This is an optimization exercise on Yosys and OpenROAD, whose aim is small area, not a production implementation.
Only simulation tests tie the RTL to the original design; equivalence was not proved.
No activity file was given, so power comes from the tool's default toggle rates.

main:
Design phong_sphere_pixel_shader, start of the top module:
module phong_sphere_pixel_shader #(
	parameter int COORD_BITS    = 11,
	parameter int SHININESS_MAX = 255
) (
	input  logic                         clk,
	input  logic                         arst_n,
	input  logic                         pixel_in_valid,
	output logic                         pixel_in_ready,
	input  logic signed [COORD_BITS-1:0] pixel_in_pixel_x,
	input  logic signed [COORD_BITS-1:0] pixel_in_pixel_y,
	input  logic signed [15:0]           pixel_in_light_pos_x,
	input  logic signed [15:0]           pixel_in_light_pos_y,
	input  logic signed [15:0]           pixel_in_light_pos_z,
	input  logic [15:0]                  pixel_in_light_red,
	input  logic [15:0]                  pixel_in_light_green,
	input  logic [15:0]                  pixel_in_light_blue,
	input  logic                         pixel_in_light_is_directional,
	input  logic                         pixel_in_last_light,
	output logic                         shade_out_valid,
	input  logic                         shade_out_ready,
	output logic [15:0]                  shade_out_red,
	output logic [15:0]                  shade_out_green,
	output logic [15:0]                  shade_out_blue,
	output logic                         shade_out_outside_sphere,
	input  logic                         cfg_valid,
	output logic                         cfg_ready,
	input  logic [2:0]                   cfg_index,
	input  logic [47:0]                  cfg_data
);
Size: ~410 flip-flops, ~230 I/O pins.
==> flow/config.mk <==
export PLATFORM = sky130hd
export DESIGN_NAME = phong_sphere_pixel_shader
export DESIGN_NICKNAME = phong_sphere_pixel_shader
export VERILOG_FILES = /design/flow/design.v
export SDC_FILE = /design/flow/constraint.sdc
export NUM_CORES = 4
export LEC_CHECK = 0
export CAP_MARGIN = 20
export CORE_MARGIN = 2
export CORE_UTILIZATION = 35
export SLEW_MARGIN = 20
==> flow/constraint.sdc <==
create_clock -name core_clock -period 14.0 [get_ports {clk}]
set_input_delay 2.8000 -clock core_clock [delete_from_list [all_inputs] [get_ports {clk}]]
set_output_delay 2.8000 -clock core_clock [all_outputs]
set_load 0.01 [all_outputs]
standard.sh (not shown) runs the stock make flow with config.mk's settings and CLKGATE_MAP_FILE= SYNTH_SCRIPT=/design/flow/synth_recipe.tcl, a recipe that flattens the netlist after the stock synthesis.
==> flow/flow/run.sh <==
#!/bin/bash
# The standard layout (the standard.sh, unchanged synthesis, floorplan, power grid,
# placement and routing), with two knobs the standard flow exposes through the
# environment: the port buffers use the smallest buffer cell, and the clock tree is
# built without dummy loads. Every tool's output goes to flow_standard.log here.
set -euo pipefail
export BUFFER_PORTS_ARGS="-buffer_cell sky130_fd_sc_hd__buf_1"
export CTS_ARGS="-sink_clustering_enable -repair_clock_nets -dont_use_dummy_load -buf_list sky130_fd_sc_hd__clkbuf_2 -sink_clustering_size 16"
bash standard.sh > flow_standard.log 2>&1
#### Input delta (the feature branch over main)
- ABC_AREA: unset -> 1
==> flow/flow/run.sh <==
#!/bin/bash
# The standard layout (the standard.sh: unchanged synthesis, floorplan, power grid,
# placement and routing) with knobs the standard flow reads from the environment:
#  - the port buffers use the smallest buffer cell (buf_1);
#  - the clock tree is built from clkbuf_2 cells, clustered 16 sinks a buffer, without
#    dummy loads.
# All tool output of the make run goes to flow_standard.log in this folder; ORFS also
# keeps each step's own log under orfs/logs.
set -euo pipefail
export BUFFER_PORTS_ARGS="-buffer_cell sky130_fd_sc_hd__buf_1"
export CTS_ARGS="-sink_clustering_enable -repair_clock_nets -dont_use_dummy_load -buf_list sky130_fd_sc_hd__clkbuf_2 -sink_clustering_size 16"
bash standard.sh > flow_standard.log 2>&1
--- outcome ---
Going from main to the feature branch, the count of clock-buffer cells in the layout was found to have gone down by 2.
Taking main as the reference, in the feature branch initial cell density of the core roughly the same; combinational fraction of design power lower; count of non-CTS inverters in the layout higher; setup TNS after final layout roughly the same.
Global-route met2 utilization: the feature branch vs main down 0.39 points
Comparing the feature branch and main, the higher multi-input gate share of the layout cell area is on main.
From main to the feature branch the numbers moved as follows: depth of the worst register-to-register path moved up; worst hold slack moved down; global-route wire length before repair moved up.

---

== run A ==
phong_sphere_pixel_shader again, from the RTL that the note above started with.
## phong_sphere_pixel_shader
module phong_sphere_pixel_shader #(
	parameter int COORD_BITS    = 11,
	parameter int SHININESS_MAX = 255
) (
	input  logic                         clk,
	input  logic                         arst_n,
	input  logic                         pixel_in_valid,
	output logic                         pixel_in_ready,
	input  logic signed [COORD_BITS-1:0] pixel_in_pixel_x,
	input  logic signed [COORD_BITS-1:0] pixel_in_pixel_y,
	input  logic signed [15:0]           pixel_in_light_pos_x,
	input  logic signed [15:0]           pixel_in_light_pos_y,
	input  logic signed [15:0]           pixel_in_light_pos_z,
	input  logic [15:0]                  pixel_in_light_red,
	input  logic [15:0]                  pixel_in_light_green,
	input  logic [15:0]                  pixel_in_light_blue,
	input  logic                         pixel_in_light_is_directional,
	input  logic                         pixel_in_last_light,
	output logic                         shade_out_valid,
	input  logic                         shade_out_ready,
	output logic [15:0]                  shade_out_red,
	output logic [15:0]                  shade_out_green,
	output logic [15:0]                  shade_out_blue,
	output logic                         shade_out_outside_sphere,
	input  logic                         cfg_valid,
	output logic                         cfg_ready,
	input  logic [2:0]                   cfg_index,
	input  logic [47:0]                  cfg_data
);
	localparam logic [5:0]
		S_IDLE = 6'd0,  S_D0 = 6'd1,   S_D1 = 6'd2,   S_D2 = 6'd3,   S_D3 = 6'd4,
		S_DC = 6'd5,    S_ZA = 6'd6,   S_ZB = 6'd7,   S_V0 = 6'd8,   S_V1 = 6'd9,
		S_V2 = 6'd10,   S_V3 = 6'd11,  S_SQ0 = 6'd12, S_SA = 6'd13,  S_SB = 6'd14,
		S_AL = 6'd15,   S_L0 = 6'd16,  S_L1 = 6'd17,  S_N0 = 6'd18,  S_N1 = 6'd19,
		S_N2 = 6'd20,   S_NZ = 6'd21,  S_DM = 6'd22,  S_DT0 = 6'd23, S_DT1 = 6'd24,
		S_DT2 = 6'd25,  S_DT3 = 6'd26, S_RZ = 6'd27,  S_R1 = 6'd28,  S_R2 = 6'd29,
		S_R3 = 6'd30,   S_R4 = 6'd31,  S_PC = 6'd32,  S_PM = 6'd33,  S_PS = 6'd34,
  ...
Settings: LEC_CHECK=0, ABC_AREA=1, CAP_MARGIN=20, CORE_MARGIN=2, CORE_UTILIZATION=35, SLEW_MARGIN=20; clock period 14.0 ns.
==> flow/flow/run.sh <==
#!/bin/bash
# The standard layout (the standard.sh: unchanged synthesis, floorplan, power grid,
# placement and routing) with knobs the standard flow reads from the environment:
#  - the port buffers use the smallest buffer cell (buf_1);
#  - the clock tree is built from clkbuf_2 and clkbuf_4 cells, clustered 20 sinks a buffer, without
#    dummy loads.
# All tool output of the make run goes to flow_standard.log in this folder; ORFS also
# keeps each step's own log under orfs/logs.
set -euo pipefail
export BUFFER_PORTS_ARGS="-buffer_cell sky130_fd_sc_hd__buf_1"
export CTS_ARGS="-sink_clustering_enable -repair_clock_nets -dont_use_dummy_load -buf_list {sky130_fd_sc_hd__clkbuf_2 sky130_fd_sc_hd__clkbuf_4} -sink_clustering_size 20"
bash standard.sh > flow_standard.log 2>&1
Edits applied to the flow inputs when going from run A to run B:
- ABC_AREA: 1 -> unset
==> flow/flow/run.sh <==
#!/bin/bash
# The standard layout (the standard.sh, unchanged synthesis, floorplan, power grid,
# placement and routing), with two knobs the standard flow exposes through the
# environment: the port buffers use the smallest buffer cell, and the clock tree is
# built without dummy loads. Every tool's output goes to flow_standard.log here.
set -euo pipefail
export BUFFER_PORTS_ARGS="-buffer_cell sky130_fd_sc_hd__buf_1"
export CTS_ARGS="-sink_clustering_enable -repair_clock_nets -dont_use_dummy_load -buf_list sky130_fd_sc_hd__clkbuf_8 -sink_clustering_size 30"
bash standard.sh > flow_standard.log 2>&1
==> results.txt <==
Result: PASS for each of run B and run A
Run A vs run B, worst setup path endpoint: B[2] vs LEN[0]
The die area of run B is higher than that of run A.
Clock power share, run B and run A: larger value in run B
Run B vs run A, final cell count went down by about 12%.
Reported for run B and run A, number of buffers inserted to repair setup after CTS turned out identical to the last digit.
Number of multi-input combinational cells in the layout was lower in run B than in run A.
~same number of filler cells placed in the layout in run B and run A
### run B -> run C
==> flow/run.sh (new file) <==
#!/bin/bash
# synth_recipe.tcl (not shown) runs the flow's synth.tcl, then flattens the netlist and writes it again
# the make line also repeats each setting of config.mk as NAME=value (left out here)
make -C /OpenROAD-flow-scripts/flow DESIGN_CONFIG=/design/flow/config.mk WORK_HOME=/design/flow/orfs CLKGATE_MAP_FILE= SYNTH_SCRIPT=/design/flow/synth_recipe.tcl finish
removed: flow/flow/run.sh
removed: flow/standard.sh
### Flow results
Each of the runs, namely run C and run B, reached the end of the flow and came out clean.
Compared with run B, run C shows switching power higher by 14%.
Delta (run C minus run B): synthesis-to-finish area growth now larger, ratio of final minimum period to clock period picked up an extra 3.0 points, combinational power saw an increase, leakage power summed over all cells went up about 9%.
Share of cell area taken by multi-input logic gates was higher in run B than in run C.
Of the two candidates, run B has the better worst slew slack as a fraction of its limit and run C the worse one.
[compare] base=run B new=run C: count of TritonRoute iterations in the first routing pass fell by 2, maximum frequency went down 4.3%.
Modified inputs, run D compared to run C
==> flow/flow/run.sh (new file) <==
#!/bin/bash
# The standard layout (the standard.sh, unchanged synthesis, floorplan, power grid,
# placement and routing), with two knobs the standard flow exposes through the
# environment: the port buffers use the smallest buffer cell, and the clock tree is
# built without dummy loads. Every tool's output goes to flow_standard.log here.
set -euo pipefail
export BUFFER_PORTS_ARGS="-buffer_cell sky130_fd_sc_hd__buf_1"
export CTS_ARGS="-sink_clustering_enable -repair_clock_nets -dont_use_dummy_load -buf_list sky130_fd_sc_hd__clkbuf_4 -sink_clustering_size 20"
bash standard.sh > flow_standard.log 2>&1
==> flow/standard.sh (new file) <==
#!/bin/bash
# synth_recipe.tcl (not shown) runs the flow's synth.tcl, then flattens the netlist and writes it again
# the make line also repeats each setting of config.mk as NAME=value (left out here)
make -C /OpenROAD-flow-scripts/flow DESIGN_CONFIG=/design/flow/config.mk WORK_HOME=/design/flow/orfs CLKGATE_MAP_FILE= SYNTH_SCRIPT=/design/flow/synth_recipe.tcl "${@:-finish}"
removed: flow/run.sh
### Flow results
- The proportion of power drawn by combinational gates of run D falls short of that of run C by 0.4 points.
- Comparing run D and run C, the lower multi-input gate share of the layout cell area is on run C.
- Summary of run D over run C: design internal power saw a decrease, post-detailed-placement cell area saw a decrease, relative area change from synthesis to final layout saw a decrease, sequential share of layout area saw an increase.

---

phong_sphere_pixel_shader again, from the RTL that the note above started with.
export LEC_CHECK = 0
export CAP_MARGIN = 20
export CORE_MARGIN = 2
export CORE_UTILIZATION = 35
export SLEW_MARGIN = 20
create_clock -name core_clock -period 14.0 [get_ports {clk}]
==> flow/flow/run.sh <==
#!/bin/bash
# The standard layout (the standard.sh, unchanged synthesis, floorplan, power grid,
# placement and routing), with two knobs the standard flow exposes through the
# environment: the port buffers use the smallest buffer cell, and the clock tree is
# built without dummy loads. Every tool's output goes to flow_standard.log here.
set -euo pipefail
export BUFFER_PORTS_ARGS="-buffer_cell sky130_fd_sc_hd__buf_1"
export CTS_ARGS="-sink_clustering_enable -repair_clock_nets -dont_use_dummy_load"
bash standard.sh > flow_standard.log 2>&1
The baseline passed the timing, design-rule and antenna checks.
Rerun with:
==> flow/flow/run.sh (replaced) <==
#!/bin/bash
# The standard layout (the standard.sh: unchanged synthesis, floorplan, power grid,
# placement and routing) with knobs the standard flow reads from the environment:
#  - the port buffers use the smallest buffer cell (buf_1);
#  - the clock tree is built from clkbuf_2 cells, clustered 12 sinks a buffer, without
#    dummy loads.
# All tool output of the make run goes to flow_standard.log in this folder; ORFS also
# keeps each step's own log under orfs/logs.
set -euo pipefail
export BUFFER_PORTS_ARGS="-buffer_cell sky130_fd_sc_hd__buf_1"
export CTS_ARGS="-sink_clustering_enable -repair_clock_nets -dont_use_dummy_load -buf_list sky130_fd_sc_hd__clkbuf_2 -sink_clustering_size 12"
bash standard.sh > flow_standard.log 2>&1
- ABC_AREA: not set -> 1
Global-route usage rises by 1.4 points.
Cell count rises by about 15%.
Final area falls by 4.3%.
Worst setup slack is better by 0.58 ns.
Total power falls by 16%.
Sequential share of layout area rises by 1.9 points.
Via count rises by 5.8%.

## what the ideal ports hide
How much do the figures lean on ideal ports? The routed layouts below were timed once more, with nothing changed but the port constraints. Step 1: set_driving_cell puts a clkbuf_16 on clk and a buf_2 on each other input, an assumption about the parent block. Step 2 also shifts input and output timing later by t, the mid clock arrival at the registers, as if the neighbouring blocks saw the same clock. Slacks: ideal ports / drivers / drivers and shift; pairs: ideal ports / drivers.
| run | shift t [ns] | setup slack, ns | worst slew at a driven data input, ns |
|---|---|---|---|
| main | 1.162 | 4.750 / 4.750 / 3.921 | 0.06 |
| the feature branch | 1.123 | 5.097 / 5.097 / 4.449 | 0.08 |
| run A | 0.901 | 5.143 / 5.143 / 4.424 | 0.10 |
| run B | 0.705 | 4.597 / 4.627 / 3.922 | 0.07 |
| run C | 0.668 | 4.177 / 4.217 / 3.549 | 0.08 |
| run D | 0.903 | 4.780 / 4.805 / 3.908 | 0.06 |
| the first run of note 3 | 0.631 | 4.517 / 4.555 / 3.924 | 0.06 |
| the second run of note 3 | 1.123 | 5.097 / 5.097 / 4.449 | 0.08 |
After both steps setup and hold are still met in every run listed. For run D, which loses most, drivers alone change the setup slack by +0.025 ns; drivers and shift together by -0.872 ns.
